This is an optimization exercise on Yosys and OpenROAD, whose aim is a short achievable clock period and few clock cycles, not a production implementation. Function was checked by simulation only, so behaviour that the tests miss may differ from the original. No activity file was given, so power comes from the tool's default toggle rates.

**flow/config.mk**
```make
export PLATFORM = sky130hd
export DESIGN_NAME = processor
export DESIGN_NICKNAME = processor
export VERILOG_FILES = /design/flow/design.v
export SDC_FILE = /design/flow/constraint.sdc
export NUM_CORES = 4
export LEC_CHECK = 0
export CAP_MARGIN = 20
export CORE_MARGIN = 2
export CORE_UTILIZATION = 40
export SLEW_MARGIN = 20
```
**flow/constraint.sdc**
```tcl
create_clock -name core_clock -period 7.5 [get_ports {clock}]
set_input_delay 1.5000 -clock core_clock [delete_from_list [all_inputs] [get_ports {clock}]]
set_output_delay 1.5000 -clock core_clock [all_outputs]
set_load 0.01 [all_outputs]
```
**flow/design.v**
```verilog
    typedef logic [31:0] word_t;
    typedef logic [4:0]  reg_idx_t;
    typedef logic [4:0] opcode_t;
    localparam logic [4:0] op_alu = 5'b00000;
    localparam logic [4:0] op_j = 5'b00001;
    localparam logic [4:0] op_bne = 5'b00010;
    localparam logic [4:0] op_jal = 5'b00011;
    localparam logic [4:0] op_jr = 5'b00100;
    localparam logic [4:0] op_addi = 5'b00101;
    localparam logic [4:0] op_blt = 5'b00110;
    localparam logic [4:0] op_sw = 5'b00111;
    localparam logic [4:0] op_lw = 5'b01000;
    typedef logic [4:0] alu_op_t;
    localparam logic [4:0] alu_add = 5'b00000;
    localparam logic [4:0] alu_sub = 5'b00001;
    localparam logic [4:0] alu_and = 5'b00010;
    localparam logic [4:0] alu_or = 5'b00011;
    localparam logic [4:0] alu_sll = 5'b00100;
    localparam logic [4:0] alu_sra = 5'b00101;
    typedef logic [1:0] fwd_sel_t;
    localparam logic [1:0] fwd_none = 2'b00;
    localparam logic [1:0] fwd_mem = 2'b01;
    localparam logic [1:0] fwd_wb = 2'b10;
    localparam int OPCODE_HI = 31;
    localparam int OPCODE_LO = 27;
    localparam int RD_HI     = 26;
    localparam int RD_LO     = 22;
    localparam int RS_HI     = 21;
    localparam int RS_LO     = 17;
    localparam int RT_HI     = 16;
    localparam int RT_LO     = 12;
    localparam int SHAMT_HI  = 11;
    localparam int SHAMT_LO  = 7;
    localparam int ALUOP_HI  = 6;
    localparam int ALUOP_LO  = 2;
    localparam int IMM_W     = 17;
    localparam int TARGET_W  = 27;
    localparam logic [4:0] REG_RA = 5'd31;
    localparam logic [31:0] NOP_INSTR = 32'h0000_0000;
    function automatic logic writes_reg(logic [4:0] op);
        writes_reg = op == op_alu || op == op_addi || op == op_lw || op == op_jal;
    endfunction
    function automatic logic reads_rd(logic [4:0] op);
        reads_rd = op == op_bne || op == op_blt || op == op_jr || op == op_sw;
    endfunction
`timescale 1ns/1ps
module alu (
    input  logic [31:0]    a,
    input  logic [31:0]    b,
    input  logic [4:0]   op,
    input  logic [4:0]  shamt,
    output logic [31:0]    result,
    output logic               not_equal,
    output logic               less_than
);
    typedef logic [31:0] word_t;
    typedef logic [4:0]  reg_idx_t;
    typedef logic [4:0] opcode_t;
    localparam logic [4:0] op_alu = 5'b00000;
    localparam logic [4:0] op_j = 5'b00001;
    localparam logic [4:0] op_bne = 5'b00010;
    localparam logic [4:0] op_jal = 5'b00011;
    localparam logic [4:0] op_jr = 5'b00100;
    localparam logic [4:0] op_addi = 5'b00101;
    localparam logic [4:0] op_blt = 5'b00110;
    localparam logic [4:0] op_sw = 5'b00111;
    localparam logic [4:0] op_lw = 5'b01000;
    typedef logic [4:0] alu_op_t;
    localparam logic [4:0] alu_add = 5'b00000;
    localparam logic [4:0] alu_sub = 5'b00001;
    localparam logic [4:0] alu_and = 5'b00010;
    localparam logic [4:0] alu_or = 5'b00011;
    localparam logic [4:0] alu_sll = 5'b00100;
    localparam logic [4:0] alu_sra = 5'b00101;
    typedef logic [1:0] fwd_sel_t;
    localparam logic [1:0] fwd_none = 2'b00;
    localparam logic [1:0] fwd_mem = 2'b01;
    localparam logic [1:0] fwd_wb = 2'b10;
    localparam int OPCODE_HI = 31;
    localparam int OPCODE_LO = 27;
    localparam int RD_HI     = 26;
    localparam int RD_LO     = 22;
    localparam int RS_HI     = 21;
    localparam int RS_LO     = 17;
    localparam int RT_HI     = 16;
    localparam int RT_LO     = 12;
    localparam int SHAMT_HI  = 11;
    localparam int SHAMT_LO  = 7;
    localparam int ALUOP_HI  = 6;
    localparam int ALUOP_LO  = 2;
    localparam int IMM_W     = 17;
    localparam int TARGET_W  = 27;
    localparam logic [4:0] REG_RA = 5'd31;
    localparam logic [31:0] NOP_INSTR = 32'h0000_0000;
    function automatic logic writes_reg(logic [4:0] op);
        writes_reg = op == op_alu || op == op_addi || op == op_lw || op == op_jal;
    endfunction
    function automatic logic reads_rd(logic [4:0] op);
        reads_rd = op == op_bne || op == op_blt || op == op_jr || op == op_sw;
    endfunction
    word_t sum;
    word_t diff;
    assign sum  = a + b;
    assign diff = a - b;
    always_comb begin
        case (op)
            alu_add: result = sum;
            alu_sub: result = diff;
            alu_and: result = a & b;
            alu_or:  result = a | b;
            alu_sll: result = a << shamt;
            alu_sra: result = word_t'($signed(a) >>> shamt);
            default: result = sum;
        endcase
    end
    assign not_equal = (a != b);
    assign less_than = ($signed(a) < $signed(b));
endmodule
`timescale 1ns/1ps
module reg_file (
    input  logic               clock,
    input  logic               rst_n,
    input  logic [4:0]  raddr_a,
    input  logic [4:0]  raddr_b,
    output logic [31:0]    rdata_a,
    output logic [31:0]    rdata_b,
    input  logic               wen,
    input  logic [4:0]  waddr,
    input  logic [31:0]    wdata
);
    typedef logic [31:0] word_t;
    typedef logic [4:0]  reg_idx_t;
    typedef logic [4:0] opcode_t;
    localparam logic [4:0] op_alu = 5'b00000;
    localparam logic [4:0] op_j = 5'b00001;
    localparam logic [4:0] op_bne = 5'b00010;
    localparam logic [4:0] op_jal = 5'b00011;
    localparam logic [4:0] op_jr = 5'b00100;
    localparam logic [4:0] op_addi = 5'b00101;
    localparam logic [4:0] op_blt = 5'b00110;
    localparam logic [4:0] op_sw = 5'b00111;
    localparam logic [4:0] op_lw = 5'b01000;
    typedef logic [4:0] alu_op_t;
    localparam logic [4:0] alu_add = 5'b00000;
    localparam logic [4:0] alu_sub = 5'b00001;
    localparam logic [4:0] alu_and = 5'b00010;
    localparam logic [4:0] alu_or = 5'b00011;
    localparam logic [4:0] alu_sll = 5'b00100;
    localparam logic [4:0] alu_sra = 5'b00101;
    typedef logic [1:0] fwd_sel_t;
    localparam logic [1:0] fwd_none = 2'b00;
    localparam logic [1:0] fwd_mem = 2'b01;
    localparam logic [1:0] fwd_wb = 2'b10;
    localparam int OPCODE_HI = 31;
    localparam int OPCODE_LO = 27;
    localparam int RD_HI     = 26;
    localparam int RD_LO     = 22;
    localparam int RS_HI     = 21;
    localparam int RS_LO     = 17;
    localparam int RT_HI     = 16;
    localparam int RT_LO     = 12;
    localparam int SHAMT_HI  = 11;
    localparam int SHAMT_LO  = 7;
    localparam int ALUOP_HI  = 6;
    localparam int ALUOP_LO  = 2;
    localparam int IMM_W     = 17;
    localparam int TARGET_W  = 27;
    localparam logic [4:0] REG_RA = 5'd31;
    localparam logic [31:0] NOP_INSTR = 32'h0000_0000;
    function automatic logic writes_reg(logic [4:0] op);
        writes_reg = op == op_alu || op == op_addi || op == op_lw || op == op_jal;
    endfunction
    function automatic logic reads_rd(logic [4:0] op);
        reads_rd = op == op_bne || op == op_blt || op == op_jr || op == op_sw;
    endfunction
    word_t regs [32];
    always_ff @(posedge clock) begin
        if (!rst_n) begin
            for (int i = 0; i < 32; i++) begin
                regs[i] <= '0;
            end
        end else if (wen && waddr != '0) begin
            regs[waddr] <= wdata;
        end
    end
    assign rdata_a = (raddr_a == '0) ? '0 :
                     (wen && waddr == raddr_a) ? wdata : regs[raddr_a];
    assign rdata_b = (raddr_b == '0) ? '0 :
                     (wen && waddr == raddr_b) ? wdata : regs[raddr_b];
endmodule
`timescale 1ns/1ps
module hazard_unit (
    input  logic [31:0]    id_instr,
    input  logic [31:0]    ex_instr,
    input  logic [31:0]    mem_instr,
    input  logic [4:0]  wb_dest,
    input  logic               wb_wen,
    output logic [1:0]  fwd_a,
    output logic [1:0]  fwd_b,
    output logic               fwd_store,
    output logic               stall
);
    typedef logic [31:0] word_t;
    typedef logic [4:0]  reg_idx_t;
    typedef logic [4:0] opcode_t;
    localparam logic [4:0] op_alu = 5'b00000;
    localparam logic [4:0] op_j = 5'b00001;
    localparam logic [4:0] op_bne = 5'b00010;
    localparam logic [4:0] op_jal = 5'b00011;
    localparam logic [4:0] op_jr = 5'b00100;
    localparam logic [4:0] op_addi = 5'b00101;
    localparam logic [4:0] op_blt = 5'b00110;
    localparam logic [4:0] op_sw = 5'b00111;
    localparam logic [4:0] op_lw = 5'b01000;
    typedef logic [4:0] alu_op_t;
    localparam logic [4:0] alu_add = 5'b00000;
    localparam logic [4:0] alu_sub = 5'b00001;
    localparam logic [4:0] alu_and = 5'b00010;
    localparam logic [4:0] alu_or = 5'b00011;
    localparam logic [4:0] alu_sll = 5'b00100;
    localparam logic [4:0] alu_sra = 5'b00101;
    typedef logic [1:0] fwd_sel_t;
    localparam logic [1:0] fwd_none = 2'b00;
    localparam logic [1:0] fwd_mem = 2'b01;
    localparam logic [1:0] fwd_wb = 2'b10;
    localparam int OPCODE_HI = 31;
    localparam int OPCODE_LO = 27;
    localparam int RD_HI     = 26;
    localparam int RD_LO     = 22;
    localparam int RS_HI     = 21;
    localparam int RS_LO     = 17;
    localparam int RT_HI     = 16;
    localparam int RT_LO     = 12;
    localparam int SHAMT_HI  = 11;
    localparam int SHAMT_LO  = 7;
    localparam int ALUOP_HI  = 6;
    localparam int ALUOP_LO  = 2;
    localparam int IMM_W     = 17;
    localparam int TARGET_W  = 27;
    localparam logic [4:0] REG_RA = 5'd31;
    localparam logic [31:0] NOP_INSTR = 32'h0000_0000;
    function automatic logic writes_reg(logic [4:0] op);
        writes_reg = op == op_alu || op == op_addi || op == op_lw || op == op_jal;
    endfunction
    function automatic logic reads_rd(logic [4:0] op);
        reads_rd = op == op_bne || op == op_blt || op == op_jr || op == op_sw;
    endfunction
    opcode_t  id_op;
    opcode_t  ex_op;
    opcode_t  mem_op;
    reg_idx_t ex_rs;
    reg_idx_t ex_src_b;
    reg_idx_t ex_rd;
    reg_idx_t mem_rd;
    logic     ex_uses_a;
    logic     ex_uses_b;
    logic     mem_writes;
    logic     wb_writes;
    function automatic logic reads_rs(logic [4:0] op);
        reads_rs = op == op_alu || op == op_addi || op == op_lw || op == op_sw ||
               op == op_bne || op == op_blt;
    endfunction
    function automatic logic reads_rt(logic [4:0] op);
        reads_rt = op == op_alu;
    endfunction
    function automatic fwd_sel_t pick(logic used, reg_idx_t src);
        if (used && mem_writes && mem_rd == src) begin
            pick = fwd_mem;
        end else if (used && wb_writes && wb_dest == src) begin
            pick = fwd_wb;
        end else begin
            pick = fwd_none;
        end
    endfunction
    assign id_op  = opcode_t'(id_instr[OPCODE_HI:OPCODE_LO]);
    assign ex_op  = opcode_t'(ex_instr[OPCODE_HI:OPCODE_LO]);
    assign mem_op = opcode_t'(mem_instr[OPCODE_HI:OPCODE_LO]);
    assign ex_rs  = ex_instr[RS_HI:RS_LO];
    assign ex_rd  = ex_instr[RD_HI:RD_LO];
    assign mem_rd = mem_instr[RD_HI:RD_LO];
    assign ex_src_b  = reads_rd(ex_op) ? ex_rd : ex_instr[RT_HI:RT_LO];
    assign ex_uses_a = reads_rs(ex_op);
    assign ex_uses_b = reads_rt(ex_op) || reads_rd(ex_op);
    assign mem_writes = writes_reg(mem_op) && mem_rd != '0;
    assign wb_writes  = wb_wen && wb_dest != '0;
    always_comb begin
        fwd_a = pick(ex_uses_a, ex_rs);
        fwd_b = pick(ex_uses_b, ex_src_b);
    end
    assign fwd_store = (mem_op == op_sw) && wb_writes && wb_dest == mem_rd;
    assign stall = (ex_op == op_lw) && ex_rd != '0 && (
        (reads_rs(id_op) && id_instr[RS_HI:RS_LO] == ex_rd) ||
        (reads_rt(id_op) && id_instr[RT_HI:RT_LO] == ex_rd) ||
        (reads_rd(id_op) && id_instr[RD_HI:RD_LO] == ex_rd));
endmodule
`timescale 1ns/1ps
module execute_stage (
    input  logic [31:0]    ex_instr,
    input  logic [31:0]    ex_pc_next,
    input  logic [31:0]    reg_a,
    input  logic [31:0]    reg_b,
    input  logic [31:0]    mem_value,
    input  logic [31:0]    wb_value,
    input  logic [1:0]  fwd_a,
    input  logic [1:0]  fwd_b,
    output logic [31:0]    result,
    output logic [31:0]    store_data,
    output logic [4:0]  dest,
    output logic               branch_taken,
    output logic [31:0]    branch_target
);
    typedef logic [31:0] word_t;
    typedef logic [4:0]  reg_idx_t;
    typedef logic [4:0] opcode_t;
    localparam logic [4:0] op_alu = 5'b00000;
    localparam logic [4:0] op_j = 5'b00001;
    localparam logic [4:0] op_bne = 5'b00010;
    localparam logic [4:0] op_jal = 5'b00011;
    localparam logic [4:0] op_jr = 5'b00100;
    localparam logic [4:0] op_addi = 5'b00101;
    localparam logic [4:0] op_blt = 5'b00110;
    localparam logic [4:0] op_sw = 5'b00111;
    localparam logic [4:0] op_lw = 5'b01000;
    typedef logic [4:0] alu_op_t;
    localparam logic [4:0] alu_add = 5'b00000;
    localparam logic [4:0] alu_sub = 5'b00001;
    localparam logic [4:0] alu_and = 5'b00010;
    localparam logic [4:0] alu_or = 5'b00011;
    localparam logic [4:0] alu_sll = 5'b00100;
    localparam logic [4:0] alu_sra = 5'b00101;
    typedef logic [1:0] fwd_sel_t;
    localparam logic [1:0] fwd_none = 2'b00;
    localparam logic [1:0] fwd_mem = 2'b01;
    localparam logic [1:0] fwd_wb = 2'b10;
    localparam int OPCODE_HI = 31;
    localparam int OPCODE_LO = 27;
    localparam int RD_HI     = 26;
    localparam int RD_LO     = 22;
    localparam int RS_HI     = 21;
    localparam int RS_LO     = 17;
    localparam int RT_HI     = 16;
    localparam int RT_LO     = 12;
    localparam int SHAMT_HI  = 11;
    localparam int SHAMT_LO  = 7;
    localparam int ALUOP_HI  = 6;
    localparam int ALUOP_LO  = 2;
    localparam int IMM_W     = 17;
    localparam int TARGET_W  = 27;
    localparam logic [4:0] REG_RA = 5'd31;
    localparam logic [31:0] NOP_INSTR = 32'h0000_0000;
    function automatic logic writes_reg(logic [4:0] op);
        writes_reg = op == op_alu || op == op_addi || op == op_lw || op == op_jal;
    endfunction
    function automatic logic reads_rd(logic [4:0] op);
        reads_rd = op == op_bne || op == op_blt || op == op_jr || op == op_sw;
    endfunction
    opcode_t op;
    alu_op_t alu_sel;
    word_t   imm;
    word_t   target;
    word_t   op_a;
    word_t   op_b;
    word_t   alu_in_b;
    word_t   alu_result;
    logic    neq;
    logic    lt;
    logic    take_bne;
    logic    take_blt;
    function automatic word_t pick(fwd_sel_t sel, word_t reg_val, word_t mem_v, word_t wb_v);
        case (sel)
            fwd_mem: pick = mem_v;
            fwd_wb:  pick = wb_v;
            default: pick = reg_val;
        endcase
    endfunction
    assign op = opcode_t'(ex_instr[OPCODE_HI:OPCODE_LO]);
    assign imm    = {{(32 - IMM_W){ex_instr[IMM_W-1]}}, ex_instr[IMM_W-1:0]};
    assign target = {{(32 - TARGET_W){1'b0}}, ex_instr[TARGET_W-1:0]};
    assign op_a = pick(fwd_a, reg_a, mem_value, wb_value);
    assign op_b = pick(fwd_b, reg_b, mem_value, wb_value);
    assign alu_in_b = (op == op_addi || op == op_lw || op == op_sw) ? imm : op_b;
    always_comb begin
        case (op)
            op_alu:         alu_sel = alu_op_t'(ex_instr[ALUOP_HI:ALUOP_LO]);
            op_bne, op_blt: alu_sel = alu_sub;
            default:        alu_sel = alu_add;
        endcase
    end
    alu u_alu (
        .a         (op_a),
        .b         (alu_in_b),
        .op        (alu_sel),
        .shamt     (ex_instr[SHAMT_HI:SHAMT_LO]),
        .result    (alu_result),
        .not_equal (neq),
        .less_than (lt)
    );
    assign result     = (op == op_jal) ? ex_pc_next : alu_result;
    assign store_data = op_b;
    assign dest       = (op == op_jal) ? REG_RA : ex_instr[RD_HI:RD_LO];
    assign take_bne = (op == op_bne) && neq;
    assign take_blt = (op == op_blt) && neq && !lt;
    assign branch_taken = take_bne || take_blt || (op == op_j || op == op_jal || op == op_jr);
    always_comb begin
        case (op)
            op_j, op_jal: branch_target = target;
            op_jr:        branch_target = op_b;
            default:      branch_target = ex_pc_next + imm;
        endcase
    end
endmodule
`timescale 1ns/1ps
module processor (
    input  logic            clock,
    input  logic            rst_n,
    output logic [31:0] imem_addr,
    input  logic [31:0] imem_data,
    output logic [31:0] dmem_addr,
    output logic [31:0] dmem_wdata,
    output logic            dmem_wen,
    input  logic [31:0] dmem_rdata
);
    typedef logic [31:0] word_t;
    typedef logic [4:0]  reg_idx_t;
    typedef logic [4:0] opcode_t;
    localparam logic [4:0] op_alu = 5'b00000;
    localparam logic [4:0] op_j = 5'b00001;
    localparam logic [4:0] op_bne = 5'b00010;
    localparam logic [4:0] op_jal = 5'b00011;
    localparam logic [4:0] op_jr = 5'b00100;
    localparam logic [4:0] op_addi = 5'b00101;
    localparam logic [4:0] op_blt = 5'b00110;
    localparam logic [4:0] op_sw = 5'b00111;
    localparam logic [4:0] op_lw = 5'b01000;
    typedef logic [4:0] alu_op_t;
    localparam logic [4:0] alu_add = 5'b00000;
    localparam logic [4:0] alu_sub = 5'b00001;
    localparam logic [4:0] alu_and = 5'b00010;
    localparam logic [4:0] alu_or = 5'b00011;
    localparam logic [4:0] alu_sll = 5'b00100;
    localparam logic [4:0] alu_sra = 5'b00101;
    typedef logic [1:0] fwd_sel_t;
    localparam logic [1:0] fwd_none = 2'b00;
    localparam logic [1:0] fwd_mem = 2'b01;
    localparam logic [1:0] fwd_wb = 2'b10;
    localparam int OPCODE_HI = 31;
    localparam int OPCODE_LO = 27;
    localparam int RD_HI     = 26;
    localparam int RD_LO     = 22;
    localparam int RS_HI     = 21;
    localparam int RS_LO     = 17;
    localparam int RT_HI     = 16;
    localparam int RT_LO     = 12;
    localparam int SHAMT_HI  = 11;
    localparam int SHAMT_LO  = 7;
    localparam int ALUOP_HI  = 6;
    localparam int ALUOP_LO  = 2;
    localparam int IMM_W     = 17;
    localparam int TARGET_W  = 27;
    localparam logic [4:0] REG_RA = 5'd31;
    localparam logic [31:0] NOP_INSTR = 32'h0000_0000;
    function automatic logic writes_reg(logic [4:0] op);
        writes_reg = op == op_alu || op == op_addi || op == op_lw || op == op_jal;
    endfunction
    function automatic logic reads_rd(logic [4:0] op);
        reads_rd = op == op_bne || op == op_blt || op == op_jr || op == op_sw;
    endfunction
    word_t    pc;
    word_t    pc_plus1;
    word_t    fd_pc_next;
    word_t    fd_instr;
    opcode_t  id_op;
    reg_idx_t raddr_a;
    reg_idx_t raddr_b;
    word_t    rdata_a;
    word_t    rdata_b;
    word_t    dx_pc_next;
    word_t    dx_instr;
    word_t    dx_a;
    word_t    dx_b;
    word_t    ex_result;
    word_t    ex_store_data;
    reg_idx_t ex_dest;
    logic     branch_taken;
    word_t    branch_target;
    fwd_sel_t fwd_a;
    fwd_sel_t fwd_b;
    logic     fwd_store;
    logic     stall;
    word_t    xm_instr;
    word_t    xm_result;
    word_t    xm_store_data;
    opcode_t  mem_op;
    word_t    mw_instr;
    word_t    mw_result;
    word_t    mw_load_data;
    opcode_t  wb_op;
    reg_idx_t wb_dest;
    logic     wb_wen;
    word_t    wb_value;
    assign pc_plus1  = pc + 32'd1;
    assign imem_addr = pc;
    always_ff @(posedge clock) begin
        if (!rst_n) begin
            pc <= '0;
        end else if (branch_taken) begin
            pc <= branch_target;
        end else if (!stall) begin
            pc <= pc_plus1;
        end
    end
    always_ff @(posedge clock) begin
        if (!rst_n) begin
            fd_instr <= NOP_INSTR;
        end else if (branch_taken) begin
            fd_instr <= NOP_INSTR;
        end else if (!stall) begin
            fd_instr <= imem_data;
        end
    end
    always_ff @(posedge clock) begin
        if (!stall) begin
            fd_pc_next <= pc_plus1;
        end
    end
    assign id_op   = opcode_t'(fd_instr[OPCODE_HI:OPCODE_LO]);
    assign raddr_a = fd_instr[RS_HI:RS_LO];
    assign raddr_b = reads_rd(id_op) ? fd_instr[RD_HI:RD_LO] : fd_instr[RT_HI:RT_LO];
    reg_file u_reg_file (
        .clock   (clock),
        .rst_n   (rst_n),
        .raddr_a (raddr_a),
        .raddr_b (raddr_b),
        .rdata_a (rdata_a),
        .rdata_b (rdata_b),
        .wen     (wb_wen),
        .waddr   (wb_dest),
        .wdata   (wb_value)
    );
    always_ff @(posedge clock) begin
        if (!rst_n) begin
            dx_instr <= NOP_INSTR;
        end else if (branch_taken || stall) begin
            dx_instr <= NOP_INSTR;
        end else begin
            dx_instr <= fd_instr;
        end
    end
    always_ff @(posedge clock) begin
        dx_pc_next <= fd_pc_next;
        dx_a       <= rdata_a;
        dx_b       <= rdata_b;
    end
    hazard_unit u_hazard_unit (
        .id_instr  (fd_instr),
        .ex_instr  (dx_instr),
        .mem_instr (xm_instr),
        .wb_dest   (wb_dest),
        .wb_wen    (wb_wen),
        .fwd_a     (fwd_a),
        .fwd_b     (fwd_b),
        .fwd_store (fwd_store),
        .stall     (stall)
    );
    execute_stage u_execute_stage (
        .ex_instr      (dx_instr),
        .ex_pc_next    (dx_pc_next),
        .reg_a         (dx_a),
        .reg_b         (dx_b),
        .mem_value     (xm_result),
        .wb_value      (wb_value),
        .fwd_a         (fwd_a),
        .fwd_b         (fwd_b),
        .result        (ex_result),
        .store_data    (ex_store_data),
        .dest          (ex_dest),
        .branch_taken  (branch_taken),
        .branch_target (branch_target)
    );
    always_ff @(posedge clock) begin
        if (!rst_n) begin
            xm_instr <= NOP_INSTR;
            mw_instr <= NOP_INSTR;
        end else begin
            xm_instr <= {dx_instr[OPCODE_HI:OPCODE_LO], ex_dest, dx_instr[RS_HI:0]};
            mw_instr <= xm_instr;
        end
    end
    always_ff @(posedge clock) begin
        xm_result     <= ex_result;
        xm_store_data <= ex_store_data;
        mw_result     <= xm_result;
        mw_load_data  <= dmem_rdata;
    end
    assign mem_op     = opcode_t'(xm_instr[OPCODE_HI:OPCODE_LO]);
    assign dmem_addr  = xm_result;
    assign dmem_wdata = fwd_store ? wb_value : xm_store_data;
    assign dmem_wen   = (mem_op == op_sw);
    assign wb_op    = opcode_t'(mw_instr[OPCODE_HI:OPCODE_LO]);
    assign wb_dest  = mw_instr[RD_HI:RD_LO];
    assign wb_wen   = writes_reg(wb_op) && wb_dest != '0;
    assign wb_value = (wb_op == op_lw) ? mw_load_data : mw_result;
endmodule
```
**flow/run.sh**
```bash
#!/bin/bash
# synth_recipe.tcl (not shown) runs the flow's synth.tcl, then flattens the netlist and writes it again
# the make line also repeats each setting of config.mk as NAME=value (left out here)
make -C /OpenROAD-flow-scripts/flow DESIGN_CONFIG=/design/flow/config.mk WORK_HOME=/design/flow/orfs CLKGATE_MAP_FILE= SYNTH_SCRIPT=/design/flow/synth_recipe.tcl finish
```
==> run notes <==
cells in the mapped netlist (18+ instances only):
cell	number
a211oi_1	100
a21o_1	34
a21oi_1	219
a221oi_1	34
a22oi_1	19
a311o_1	34
a311oi_1	229
a31oi_1	69
a41oi_1	31
and2_1	62
and3_1	176
and4_1	33
buf_1	74
buf_2	18
clkbuf_1	614
dfxtp_1	345
edfxtp_1	1056
ha_1	128
inv_1	102
mux2_2	67
mux2i_1	132
mux4_2	367
nand2_1	1254
nand2b_1	19
nand3_1	248
nand4_1	20
nor2_1	1299
nor2b_1	19
nor3_1	80
o211ai_1	19
o21a_1	36
o21ai_0	172
o21bai_1	18
o221ai_1	29
o22ai_1	18
o311ai_0	38
o31a_1	36
o32ai_1	18
xnor2_1	92
xor2_1	43
metal layers:
metal,global-route usage (%),share of wire (%),wire length (um),up-vias
met4,19.6,6.5,23700,34
met5,0,0.058,209,-
met3,11.8,15,53000,1216
li1,-,-,-,27800
met2,50.9,42,152000,5749
met1,47.1,37,134000,34100
state kept, by name (all words and copies together), names as in the netlist, named ones only:
register,flops
xm_result,32
dx_instr,32
mw_instr,10
dx_a,32
fd_pc_next,32
xm_store_data,32
mw_load_data,32
xm_instr,10
dx_b,32
pc,32
mw_result,32
fd_instr,32
dx_pc_next,32
u_reg_file.regs,1024
final cells by class:
class	count	area, um^2
antenna	10	25.0
clock buffer	224	4480
clock inverter	69	699
sequential	1401	38600
inverter	111	418
tap	2624	3280
multi-input combinational	5409	37400
timing repair buffer	452	4090
fill	18000	106000
power by group through the flow:
stage          sequential [mW]  clock (mW)  combinational (mW)
3_5_place_dp              10.1           0                10.6
6_report                  9.97        7.89                11.2
4_1_cts                   9.93        7.90                10.7
2_1_floorplan             9.57           0                6.09
3_3_place_gp              10.1           0                10.7
5_1_grt                   9.98        8.21                11.5
worst min path at each step:
stage,startpoint,endpoint,slack [ns],cells after the start
floorplan,fd_pc_next[0],dx_pc_next[0],0.32,0
global placement,fd_pc_next[7],dx_pc_next[7],0.32,0
detailed placement,fd_pc_next[15],dx_pc_next[15],0.33,0
CTS,fd_pc_next[24],dx_pc_next[24],0.33,0
global route,fd_pc_next[24],dx_pc_next[24],0.34,0
finish,fd_pc_next[24],dx_pc_next[24],0.33,0
logic make-up (layout without fill, tap and decap cells):
group	count (synthesis)	in the layout	synth area share, %
and+or+nand+nor	3259	3259	17.5
DFF	1401	1401	49.3
xor gates and xnor gates	135	135	1.51
adders and majority gates	132	132	2.13
muxes	595	595	13.9
other	1	42	0.00479
buffers and inverters	822	856	4.03
AOI/OAI and AO/OA	1256	1256	11.6
through the flow:
stage,instances,utilization [%]
final,10300,45.7
after global routing,10300,45.7
after CTS,10300,45.7
after detailed placement,9996,43.0
after global placement,9995,43.0
after floorplan,7632,-
repair_timing:
action / 4_1_cts / 5_1_grt
gates resized for setup: 0 / 4
endpoints found under the setup margin: 0 / 25
endpoints found under the hold margin: 0 / 0
==> impl_metrics.py <==
metrics = {
    "timing": {
        "setup_viol": 0,
        "rsz0062_at_grt": "no",
        "setup_tns_ns": 0,
        "hold_viol": 0,
        "fmax_mhz": 140,
        "slew_violations": 0,
        "post-route-period-util_pct": 95.2,
        "tightest_slew_ns": 1.26,
        "worst_hold_slack_ns": 0.334,
        "relSlewSlack_pct": 15.9,
        "min_period_ns": 7.14,
        "finClkSkew_ns": 0.0432,
        "fin_ws_ns": 0.357,
    },
    "worst_setup_path": {
        "cp_top_family": "compound AO/OA/AOI/OAI gates",
        "max_stage_delay_ns": 0.63,
        "critPathBufInv": 4,
        "reg2reg_setup_slack_ns": 0.36,
        "crit_path_start": "dx_instr[28]",
        "rr_worst_depth": 25,
        "worstSetupEndpointType": "register",
        "r2r-end": "pc[24]",
        "crit_type": "reg -> reg",
        "cp_data_arrival_time_ns": 7.84,
        "critPathRequiredTime_ns": 8.20,
        "cp_num_cells": 25,
        "startpoint_type": "register",
        "crit_path_end": "pc[24]",
        "path_max_fanout": 32,
        "slowest_stage": "dfxtp_1",
        "r2r_start": "dx_instr[28]",
        "crit_top_cell": "buf_4",
    },
    "clock_tree": {
        "insertion_delay_ns": 0.84,
        "clockBufferDepth": 3,
        "cts_tree": "built",
        "cts_hold_buf": 0,
        "htreeDepth": 4,
        "cts_buffers": 159,
        "cts_root_buf": "clkbuf_16",
        "cts.sinks": 1401,
        "cts_setup_buffers": 0,
        "clk_pin_slew_ns": 0.06,
    },
    "yosys": {
        "synth.top_cell.area_share_pct": 40.5,
        "synth.avg_cell_area_um2": 10.3,
        "synthDistinctLibCells": 90,
        "syn_area_um2": 78300,
        "synth_edf_count": 1056,
        "synth_area_leaders": "edfxtp_1 40%, mux4_2 11%, dfxtp_1 8.8%",
        "async_flop_share_pct": 0,
        "post-synth-top-area-cell": "edfxtp_1",
        "ys_seq_area_share_pct": 49.3,
        "synth_ff_type": "edfxtp_1",
        "yosysWarnings": 5,
        "syn-instance-count": 7601,
        "ys_ff_latch": 1401,
    },
    "detailed_routing": {
        "postRouteAntennaNets": 0,
        "vias": 68900,
        "via_per_inst": 6.68,
        "drc": 0,
        "drt-initial-drc-count": 12400,
        "routedWlPerCell_um": 35.3,
        "dr.pass1.iters": 7,
        "routed_wl_um": 363000,
    },
    "pwr": {
        "p_per_area_nw_per_um2": 326,
        "p_int_mw": 17.1,
        "seqPwrFrac_pct": 34.3,
        "pwr-share-clk_pct": 27.2,
        "power.switching_mw": 11.9,
        "power_mw": 29.0,
        "switching_share_pct": 41.1,
        "pwr-share-comb_pct": 38.5,
        "vdd.ir_drop.worst_mv": 0.260,
        "p_leak_nw": 32.4,
    },
    "placement": {
        "dp_slack_ns": 0.433,
        "place_area_um2": 83800,
        "portBuffers": 162,
        "dpl.hpwl_um": 231000,
        "gp_congestion": 1.04,
    },
    "job": {
        "maxCapViolations": 0,
    },
    "min_path": {
        "hold_class": "reg -> reg",
    },
    "global_routing": {
        "grt_pass1_wl_um": 499000,
        "grt_usage_pct": 35.5,
        "antenna_found_initial": 36,
        "overflow": 0,
        "first_global_vias": 64600,
        "grt_start_max_net_pins": 122,
    },
    "cells_and_area": {
        "syn_to_final_growth_pct": 13.7,
        "drive_gt1_share_pct": 14.9,
        "final_cell_mix": "1295 x nor2_1, 1191 x nand2_1, 1056 x edfxtp_1",
        "final_common_cell": "nor2_1",
        "nets": 7731,
        "design_area_um2": 89100,
    },
    "floorplan": {
        "die_h_um": 446,
        "die_w_um": 446,
        "die_area_um2": 199000,
        "initial_core_util_pct": 40.2,
        "core_area_um2": 195000,
        "rows": 162,
        "boundaryPins": 163,
    },
    "outcome": {
        "status": "complete, no violations",
    },
}
Testbench counts, summed over its fixed seeds: cycles 42,869.

## port drivers added, routing unchanged
How much do the figures lean on ideal ports? The routed layout below was timed once more, with nothing changed but the port constraints.
Step 1: set_driving_cell puts a clkbuf_16 on clock and a buf_2 on each other input, an assumption about the parent block.
Step 2 times the ports against the registers' clock, not the clock port: input delays grow and output delays shrink by t, the midpoint of the rising clock arrivals with the driver on.
Three values: ideal ports, drivers, drivers and shift; two values: the first two.
shift t [ns]: 0.910
setup slack, ns: 0.357 / 0.357 / 0.357
worst setup path at the end: register to register
latest minus earliest clock arrival (ns): 0.059 / 0.059
cell pins on the clock port's net: 1
After both steps this run still meets setup and hold. For this run, drivers alone change the setup slack by 0.000 ns; drivers and shift together by 0.000 ns.
